This design comes from an exercise in tuning for small area, a short achievable clock period and few clock cycles per item on the open sky130 flow, not from production work. No run shown here included a check of the RTL's function; only the layout flow was run.

==> flow/design.v (outline; a module is shown in full before it is edited, if it fits) <==
// module pe_requant: 889 lines
// module pe_requant_fa: 10 lines
// module pe_requant_ha: 9 lines
module pe_requant #(
    parameter int ACC_W  = 32,
    parameter int MULT_W = 16,
    parameter int CNT_W  = 16
) (
    input  logic              clk,
    input  logic              rst_n,
    input  logic              in_valid,
    output logic              in_ready,
    input  logic [ACC_W-1:0]  in_acc,
    input  logic [ACC_W-1:0]  in_bias,
    input  logic              in_last,
    output logic              out_valid,
    input  logic              out_ready,
    output logic [7:0]        out_data,
    output logic              out_last,
    input  logic              cfg_we,
    input  logic [MULT_W-1:0] cfg_mult,
    input  logic [4:0]        cfg_shift,
    input  logic [7:0]        cfg_zp,
    output logic              busy,
    output logic [CNT_W-1:0]  out_count
);
  // ...
==> flow/flow/run.sh <==
#!/bin/bash
# Standard layout, with plain buffers (not delay buffers) on the ports and a
# clock tree without dummy loads.
export BUFFER_PORTS_ARGS="-buffer_cell sky130_fd_sc_hd__buf_1"
export CTS_ARGS="-sink_clustering_enable -repair_clock_nets -dont_use_dummy_load -sink_clustering_size 30 -buf_list {sky130_fd_sc_hd__clkbuf_4 sky130_fd_sc_hd__clkbuf_8}"
bash standard.sh > standard.log 2>&1
==> flow/standard.sh <==
#!/bin/bash
# synth_recipe.tcl (not shown) runs the flow's synth.tcl, then flattens the netlist and writes it again
# the make line also repeats each setting of config.mk as NAME=value (left out here)
make -C /OpenROAD-flow-scripts/flow DESIGN_CONFIG=/design/flow/config.mk WORK_HOME=/design/flow/orfs CLKGATE_MAP_FILE= SYNTH_SCRIPT=/design/flow/synth_recipe.tcl "${@:-finish}"
==> flow/config.mk <==
export PLATFORM = sky130hd
export DESIGN_NAME = pe_requant
export DESIGN_NICKNAME = pe_requant
export VERILOG_FILES = /design/flow/design.v
export SDC_FILE = /design/flow/constraint.sdc
export NUM_CORES = 4
export LEC_CHECK = 0
export ABC_CLOCK_PERIOD_IN_PS = 4400
export CAP_MARGIN = 20
export CORE_MARGIN = 2
export CORE_UTILIZATION = 55
export CTS_BUF_LIST = sky130_fd_sc_hd__clkbuf_4 sky130_fd_sc_hd__clkbuf_8
export CTS_CLUSTER_SIZE = 30
export SETUP_SLACK_MARGIN = 5.0
export SLEW_MARGIN = 20
export SYNTH_HIERARCHICAL = 1
export SYNTH_MINIMUM_KEEP_SIZE = 0
==> flow/constraint.sdc <==
create_clock -name core_clock -period 9.0 [get_ports {clk}]
set_input_delay 1.8000 -clock core_clock [delete_from_list [all_inputs] [get_ports {clk}]]
set_output_delay 1.8000 -clock core_clock [all_outputs]
set_load 0.01 [all_outputs]
==> metrics.csv, run 1 <==
stage,metric,value,unit
floorplanning,Core ar.,0.0410,sq mm
routing,via-per-instance ratio,6.35,
cts,hold_buf cts,0,
yosys,Compound-Gate Fraction of Synth Area,0.192,
setup_path,cell depth of the worst flop-to-flop path,12,
status,outcome,finished clean,
yosys,Adder-Cell Fraction of Synth Area,0.280,
sta,Post-Route Setup TNS,0,ns
finish,final instance area,0.0252,sq mm
setup_path,Worst Setup End Kind,register,
global_routing,busiest grt layer,met2,
routing,WL final,70800,microns
setup_path,crit path max-delay cell type,dfstp_4,
yosys,synthesized area,0.0229,sq mm
routing,met3 WL post-DR,6430,microns
sta,"Hold Vio Cnt, Final",0,
setup_path,reg-to-reg endpoint,s2_bs[23],
worst_hold_path,hold path endpoint,s2_last,
yosys,Mapped Nets,2919,
setup_path,crit path launch,bone[0],
routing,WL met2,31800,microns
setup_path,CP top delay family,adder cells,
finish,Sequential Area,0.00482,sq mm
yosys,"Seq/Total Area, Yosys",0.206,
yosys,cells after synthesis,2453,
setup_path,Arrival @ worst endpoint,4.62,ns
finish,FFs & Latches,215,
finish,antenna cells,2,
routing,DR iter-0 viols,1923,
finish,top flop regs,"s2_bs: 49 flops, h_dat: 36 flops, s1_sum: 33 flops",
==> inputs of run 2 (changes only) <==
--- a/flow/design.v
+++ b/flow/design.v
@@ -19,17 +19,17 @@
     input  logic [4:0]        cfg_shift,
     input  logic [7:0]        cfg_zp,
     output logic              busy,
     output logic [CNT_W-1:0]  out_count
 );
     localparam int SUM_W = ACC_W + 1;    
     localparam int W     = 49;           
     localparam int NDIG  = 9;            
-    localparam int NH    = 4;            
+    localparam int NH    = 3;            
     logic [NDIG-1:0] bone;
     logic [NDIG-2:0] btwo, bneg;
     logic [4:0]      cfg_shift_q;
     logic [7:0]      cfg_zp_q;
     logic        s1_vld, s2_vld, r3_vld;
     logic        s1_last, s2_last;
     logic        room_q;                  
     logic        any_q;                   
@@ -617,25 +617,17 @@
     assign bs_d[47:44] = blk11[3:0];
     assign co_d[11] = blk11[4];
     assign bs_d[48:48] = cs_x[48:48] + cs_y[48:48];
     always_ff @(posedge clk) begin
         s2_bs <= bs_d;
         s2_co <= co_d;
     end
     always_ff @(posedge clk) s2_last <= s1_last;
-    logic [W-1:0] p;                      
-    logic [30:0]  hmask;
-    logic [9:0]   win;                    
-    logic [24:0]  w16;
-    logic [16:0]  w8;
-    logic [12:0]  w4;
-    logic [10:0]  w2;
-    logic [40:0]  q;
-    logic         sgn, z_fix, o_fix, z_vlo, o_vlo, z_vhi, o_vhi;
+    logic [W-1:0] p;
     logic [11:0] ao;              
     assign ao[0] = &s2_bs[3:0];
     assign ao[1] = &s2_bs[7:4];
     assign ao[2] = &s2_bs[11:8];
     assign ao[3] = &s2_bs[15:12];
     assign ao[4] = &s2_bs[19:16];
     assign ao[5] = &s2_bs[23:20];
     assign ao[6] = &s2_bs[27:24];
@@ -750,90 +742,78 @@
     assign p[41] = s2_bs[41] ^ (bcin[10] & (&s2_bs[40:40]));
     assign p[42] = s2_bs[42] ^ (bcin[10] & (&s2_bs[41:40]));
     assign p[43] = s2_bs[43] ^ (bcin[10] & (&s2_bs[42:40]));
     assign p[44] = s2_bs[44] ^ bcin[11];
     assign p[45] = s2_bs[45] ^ (bcin[11] & (&s2_bs[44:44]));
     assign p[46] = s2_bs[46] ^ (bcin[11] & (&s2_bs[45:44]));
     assign p[47] = s2_bs[47] ^ (bcin[11] & (&s2_bs[46:44]));
     assign p[48] = s2_bs[48] ^ bcin[12];
+    logic [30:0]  hmask;
+    logic [9:0]   win;                    
+    logic [24:0]  w16;
+    logic [16:0]  w8;
+    logic [12:0]  w4;
+    logic [10:0]  w2;
+    logic [40:0]  q;
+    logic         sgn, inrange;
+    logic signed [9:0] v;
+    logic [7:0]   res;
     always_comb begin
         q      = {p[39:0], 1'b0};         
         w16    = cfg_shift_q[4] ? q[40:16]  : q[24:0];
         w8     = cfg_shift_q[3] ? w16[24:8] : w16[16:0];
         w4     = cfg_shift_q[2] ? w8[16:4]  : w8[12:0];
         w2     = cfg_shift_q[1] ? w4[12:2]  : w4[10:0];
         win    = cfg_shift_q[0] ? w2[10:1]  : w2[9:0];
         hmask  = {31{1'b1}} << cfg_shift_q;       
         sgn    = p[W-1];
-        z_fix  = ~|p[48:39];
-        o_fix  = &p[48:39];
-        z_vlo  = ~|(p[23:8] & hmask[15:0]);
-        o_vlo  = &(p[23:8] | ~hmask[15:0]);
-        z_vhi  = ~|(p[38:24] & hmask[30:16]);
-        o_vhi  = &(p[38:24] | ~hmask[30:16]);
-    end
-    logic       r3_last, r3_sgn, r3_zfix, r3_ofix, r3_zvlo, r3_ovlo, r3_zvhi, r3_ovhi;
-    logic [9:0] r3_win;
-    always_ff @(posedge clk) begin
-        r3_last <= s2_last;
-        r3_sgn  <= sgn;
-        r3_zfix <= z_fix;
-        r3_ofix <= o_fix;
-        r3_zvlo <= z_vlo;
-        r3_ovlo <= o_vlo;
-        r3_zvhi <= z_vhi;
-        r3_ovhi <= o_vhi;
-        r3_win  <= win;
-    end
-    logic signed [9:0] v;
-    logic [7:0]        res;
-    logic [8:0]        r3_dat;            
-    always_comb begin
-        v = $signed({r3_win[9], r3_win[9:1]}) + $signed({9'd0, r3_win[0]})
-          + $signed({2'b00, cfg_zp_q});
-        if (!((r3_zfix && r3_zvlo && r3_zvhi) || (r3_ofix && r3_ovlo && r3_ovhi)))
-                                res = r3_sgn ? 8'd0 : 8'd255;
-        else if (v[9])          res = 8'd0;
-        else if (v[8])          res = 8'd255;
-        else                    res = v[7:0];
+        inrange = ((~|p[48:39]) && (~|(p[38:8] & hmask)))
+               || ((&p[48:39]) && (&(p[38:8] | ~hmask)));
+        v      = $signed({win[9], win[9:1]}) + $signed({9'd0, win[0]})
+               + $signed({2'b00, cfg_zp_q});
+        if (!inrange)  res = sgn ? 8'd0 : 8'd255;
+        else if (v[9]) res = 8'd0;
+        else if (v[8]) res = 8'd255;
+        else           res = v[7:0];
     end
-    assign r3_dat = {r3_last, res};
+    logic [8:0]    r3_dat;                
     logic [NH-1:0] h_vld, nh_vld;
     logic [8:0]    h_dat [NH];
-    assign out_valid = h_vld[0];
-    assign out_data  = h_dat[0][7:0];
-    assign out_last  = h_dat[0][8];
-    assign pop       = h_vld[0] && out_ready;
+    always_ff @(posedge clk) r3_dat <= {s2_last, res};
+    assign out_valid = h_vld[0] || r3_vld;
+    assign out_data  = h_vld[0] ? h_dat[0][7:0] : r3_dat[7:0];
+    assign out_last  = h_vld[0] ? h_dat[0][8]   : r3_dat[8];
+    assign pop       = out_valid && out_ready;
     always_comb begin
         if (r3_vld && !pop)      nh_vld = {h_vld[NH-2:0], 1'b1};
         else if (!r3_vld && pop) nh_vld = {1'b0, h_vld[NH-1:1]};
         else                     nh_vld = h_vld;
     end
     always_ff @(posedge clk) begin
         for (int k = 0; k < NH; k++) begin
             if (pop) begin
                 if (k < NH - 1 && h_vld[k+1]) h_dat[k] <= h_dat[k+1];
                 else                          h_dat[k] <= r3_dat;
             end else begin
                 if (h_vld[k])                 h_dat[k] <= h_dat[k];
                 else                          h_dat[k] <= r3_dat;
             end
         end
     end
-    logic [NH-1:0] fl_q, fl_nxt;
-    logic          fl_inc, fl_dec;
+    logic [2:0] fl_q, fl_nxt;
+    logic       fl_inc, fl_dec;
     assign fl_inc = in_fire && !pop;
     assign fl_dec = pop && !in_fire;
     always_comb begin
-        if (fl_inc)      fl_nxt = {fl_q[NH-2:0], 1'b1};
-        else if (fl_dec) fl_nxt = {1'b0, fl_q[NH-1:1]};
+        if (fl_inc)      fl_nxt = {fl_q[1:0], 1'b1};
+        else if (fl_dec) fl_nxt = {1'b0, fl_q[2:1]};
         else             fl_nxt = fl_q;
     end
-    assign room_q = !fl_q[NH-1];
+    assign room_q = !fl_q[2];
     assign any_q  = fl_q[0];
     always_ff @(posedge clk or negedge rst_n) begin
         if (!rst_n) begin
             s1_vld <= 1'b0;
             s2_vld <= 1'b0;
             r3_vld <= 1'b0;
             h_vld  <= '0;
             fl_q   <= '0;
==> metrics.csv, run 2 <==
stage,metric,value,unit,change
cts,total number of H-tree levels,4,,
sta,skew final,0.0388,ns,
finish,top flop regs,"s2_bs: 49 flops, s1_sum: 33 flops, h_dat: 27 flops",,
yosys,Yosys top cell area share,0.219,,
floorplanning,die area,0.0412,sq mm,
setup_path,"slowest stage delay, CP",0.41,ns,
routing,DR iter-0 viols,2105,,+9.5%
finish,share of cells above drive strength 1,0.229,,
floorplanning,Core ar.,0.0389,sq mm,-5.1%
finish,nets@finish,2879,,
yosys,Synth Register Bits,195,,
floorplanning,Die Ht,203,microns,
yosys,Synth async-reset ratio,0.323,,
sta,"Slew Viols, Final",0,,
sta,"Hold Vio Cnt, Final",0,,unchanged
yosys,"Seq/Total Area, Yosys",0.198,,-0.00828
yosys,combinational family with the most area after synthesis,adder cells,,
setup_path,worst reg-to-reg setup slack,3.95,ns,
setup_path,crit-path max FO,8,,
sta,number of setup violations in the final report,0,,
global_routing,initial antenna violation count,0,,
placed_design,DP HPWL,42500,microns,
setup_path,Arrival @ worst endpoint,5.47,ns,+0.85 ns
yosys,cells after synthesis,2306,,-6.0%
setup_path,crit path max-delay cell type,fa_2,,
floorplanning,die width,203,microns,
worst_hold_path,Min-Delay Path Depth,0,,
yosys,multiplexer area fraction after synthesis,0.0318,,
routing,DRC Markers,0,,
floorplanning,# rows,72,,
finish,largest reg by FF count,s2_bs,,
run,MaxCap Viol Count,0,,
worst_hold_path,hold path endpoint,s2_last,,
routing,WL final,75000,microns,+6.0%
routing,Detail Route Antenna Nets,0,,
worst_hold_path,Worst Hold Launch,s1_last,,
setup_path,Worst Setup End Kind,register,,
yosys,"count leader, synth",xnor2_1,,
sta,period utilisation layout,0.561,,
routing,DR vias,18847,,
sta,RSZ-0062 raised after global routing,true,,
yosys,Post-synth EDFFs,9,,
yosys,simple-gate portion of the synthesized area,0.105,,
yosys,Synth Flop Type,dfxtp_1,,
yosys,Compound-Gate Fraction of Synth Area,0.172,,-0.0194
cts,Worst-Skew Late Latency,0.54,ns,
yosys,largest area contributor in the netlist,fa_1,,
cts,clock sinks,195,,
placed_design,number of port buffers,126,,
sta,fmax,198,MHz,
yosys,Post-synth top cells,"xnor2_1 (322), a22oi_1 (261), fa_1 (238)",,
status,outcome,finished clean,,
floorplanning,io pins,127,,
cts,"Clk pin slew, worst setup/hold paths",0.11,ns,
cts,root buffer cell,clkbuf_8,,
global_routing,Global Route Usage Sum,0.367,,
global_routing,busiest grt layer,met2,,
cts,Max clock buf depth,2,,
global_routing,largest net degree at the start of global routing,64,,
yosys,Area contributors post-synth,"fa_1 (22%), xnor2_1 (13%), dfxtp_1 (11%)",,
sta,worst-margin pin slew,1.03,ns,
finish,"leading cell types in the layout, fill and taps excluded","xnor2_1 (295), a22oi_1 (212), nand2_1 (192)",,
setup_path,crit start category,register,,
setup_path,reg-to-reg endpoint,r3_dat[4],,
yosys,Adder-Cell Fraction of Synth Area,0.293,,+0.0130
setup_path,CP Class,reg2reg,,
global_routing,global route overflow,0,,
yosys,Yosys cell types,79,,
finish,Largest register FFs,49,,
setup_path,Required @ worst endpoint,9.42,ns,
yosys,Mapped Nets,2772,,-5.0%
sta,Final min period,5.05,ns,
cts,TritonCTS clock tree,done,,
cts,CTS Buf Count,17,,
global_routing,GR Util met1,0.459,,
sta,max_slew headroom,0.314,,
finish,"most common cell after layout, fill and taps aside",xnor2_1,,
routing,via-per-instance ratio,6.43,,+1.4%
sta,Min Hold Slack,0.339,ns,
setup_path,cell depth of the worst flop-to-flop path,28,,+16
placed_design,GPL Wtd Cong,0.957,,
global_routing,vias in the first global route,19341,,
global_routing,global-route wire length before repair,113000,microns,
sta,Post-Route Setup TNS,0,ns,unchanged
worst_hold_path,worst min path class,reg2reg,,
global_routing,M3 GR Usage,0.112,,
finish,Area Overhead vs Synth,18.3,%,
yosys,xor and xnor area share after synthesis,0.147,,
routing,drt pass-1 iters,8,,
finish,antenna cells,0,,-2
yosys,YS warnings,9,,
setup_path,reg-to-reg startpoint,s2_bs[20],,
yosys,syn avg cell area,9.45,sq um,
routing,Routed wire per std cell,25.6,microns,
cts,hold_buf cts,0,,unchanged
yosys,synthesized area,0.0218,sq mm,-4.9%
floorplanning,initial core utilization,0.560,,
global_routing,grt met2 use,0.568,,
run 2: worst max-delay path by stage:
stage,slack [ns],endpoint,from
floorplan,4.22,r3_dat[0],s2_bs[10]
global placement,3.65,r3_dat[7],s2_co[0]
finish,3.95,r3_dat[4],s2_bs[20]
CTS,3.92,r3_dat[4],s2_bs[9]
detailed placement,3.47,r3_dat[4],s2_bs[4]
global route,3.69,r3_dat[7],s2_bs[20]
run 2: worst max-delay path: cells and delay by family, from the launching register on:
family	cells	cell delay, ns
DFF	1	0.37
AOI/OAI and AO/OA	11	1.79
xor gates and xnor gates	1	0.23
adders and majority gates	3	0.97
muxes	1	0.11
and+or+nand+nor	12	1.47
run 2: cell families (layout without fill, tap and decap cells):
group / after synthesis / after routing
and+or+nand+nor: 484 / 485
muxes: 57 / 57
buffers and inverters: 298 / 402
DFF: 195 / 195
AOI/OAI and AO/OA: 537 / 537
adders and majority gates: 368 / 368
xor gates and xnor gates: 367 / 367
run 2: final cells by class:
class	count	area, sq um
Clock buffer	17	234
Sequential cell	195	4450
Multi-Input combinational cell	1814	17500
Fill cell	3174	13100
Inverter	93	349
Timing Repair Buffer	292	2570
Tap cell	518	648
run 2: Yosys stat by module, one instance, submodules excluded:
| module | times used | cells | area, sq um |
|---|---|---|---|
| pe_requant_ha | 18 | 1 | 12.5 |
| pe_requant_fa | 220 | 1 | 20.0 |
| pe_requant | 1 | 2068 | 17200 |
run 2: through the flow:
stage / setup WS [ns] / utilization / cells / instance area (sq um)
after detailed placement: 3.47 / 0.576 / 2761 / 22400
after CTS: 3.92 / 0.645 / 2906 / 25100
after global routing: 3.69 / 0.663 / 2929 / 25800
after global placement: 3.65 / 0.576 / 2761 / 22400
after floorplan: 4.22 / - / 2306 / 22000
final: 3.95 / 0.663 / 2929 / 25800
run 2: repair_timing:
action | 4_1_cts | 5_1_grt
gates resized for setup | 244 | 119
setup endpoints to repair | 57 | 56
pin swaps | 211 | 133
setup buffers | 125 | 23
gates cloned | 3 | 0
run 2: layer usage:
metal  vias to the layer above  share of wire
met2                      1229           0.44
met1                      9184           0.38
met5                         -              0
met3                       293           0.11
met4                         0          0.060
li1                       8141              -

-- afterwards: timing with drivers on the ports --
Ports are ideal in the flow. The routed layouts listed here were re-timed in OpenROAD. Step 1 assumes that a clkbuf_16 drives the clock port and a buf_2 every other input. Step 2 adds t to the input delays and takes it off the output delays; t is the mean of the earliest and latest rising clock arrival at the registers after step 1. Input paths then give back, and output paths get back, about the clock's delay inside the block. Three values: ideal ports, drivers, drivers and shift; two values: the first two.
run | shift t [ns] | slack for setup (ns) | hold slack, ns | latest minus earliest clock arrival (ns) | slew at the worst register clock pin (ns)
run 1 | 0.629 | 4.900 / 4.900 / 4.451 | 0.331 / 0.331 / 0.331 | 0.069 / 0.069 | 0.06 / 0.06
run 2 | 0.572 | 3.950 / 3.950 / 3.950 | 0.339 / 0.339 / 0.339 | 0.047 / 0.046 | 0.12 / 0.12
After both steps every run listed still meets setup and hold. For run 1, which loses most, drivers alone change the setup slack by 0.000 ns; drivers and shift together by -0.449 ns.
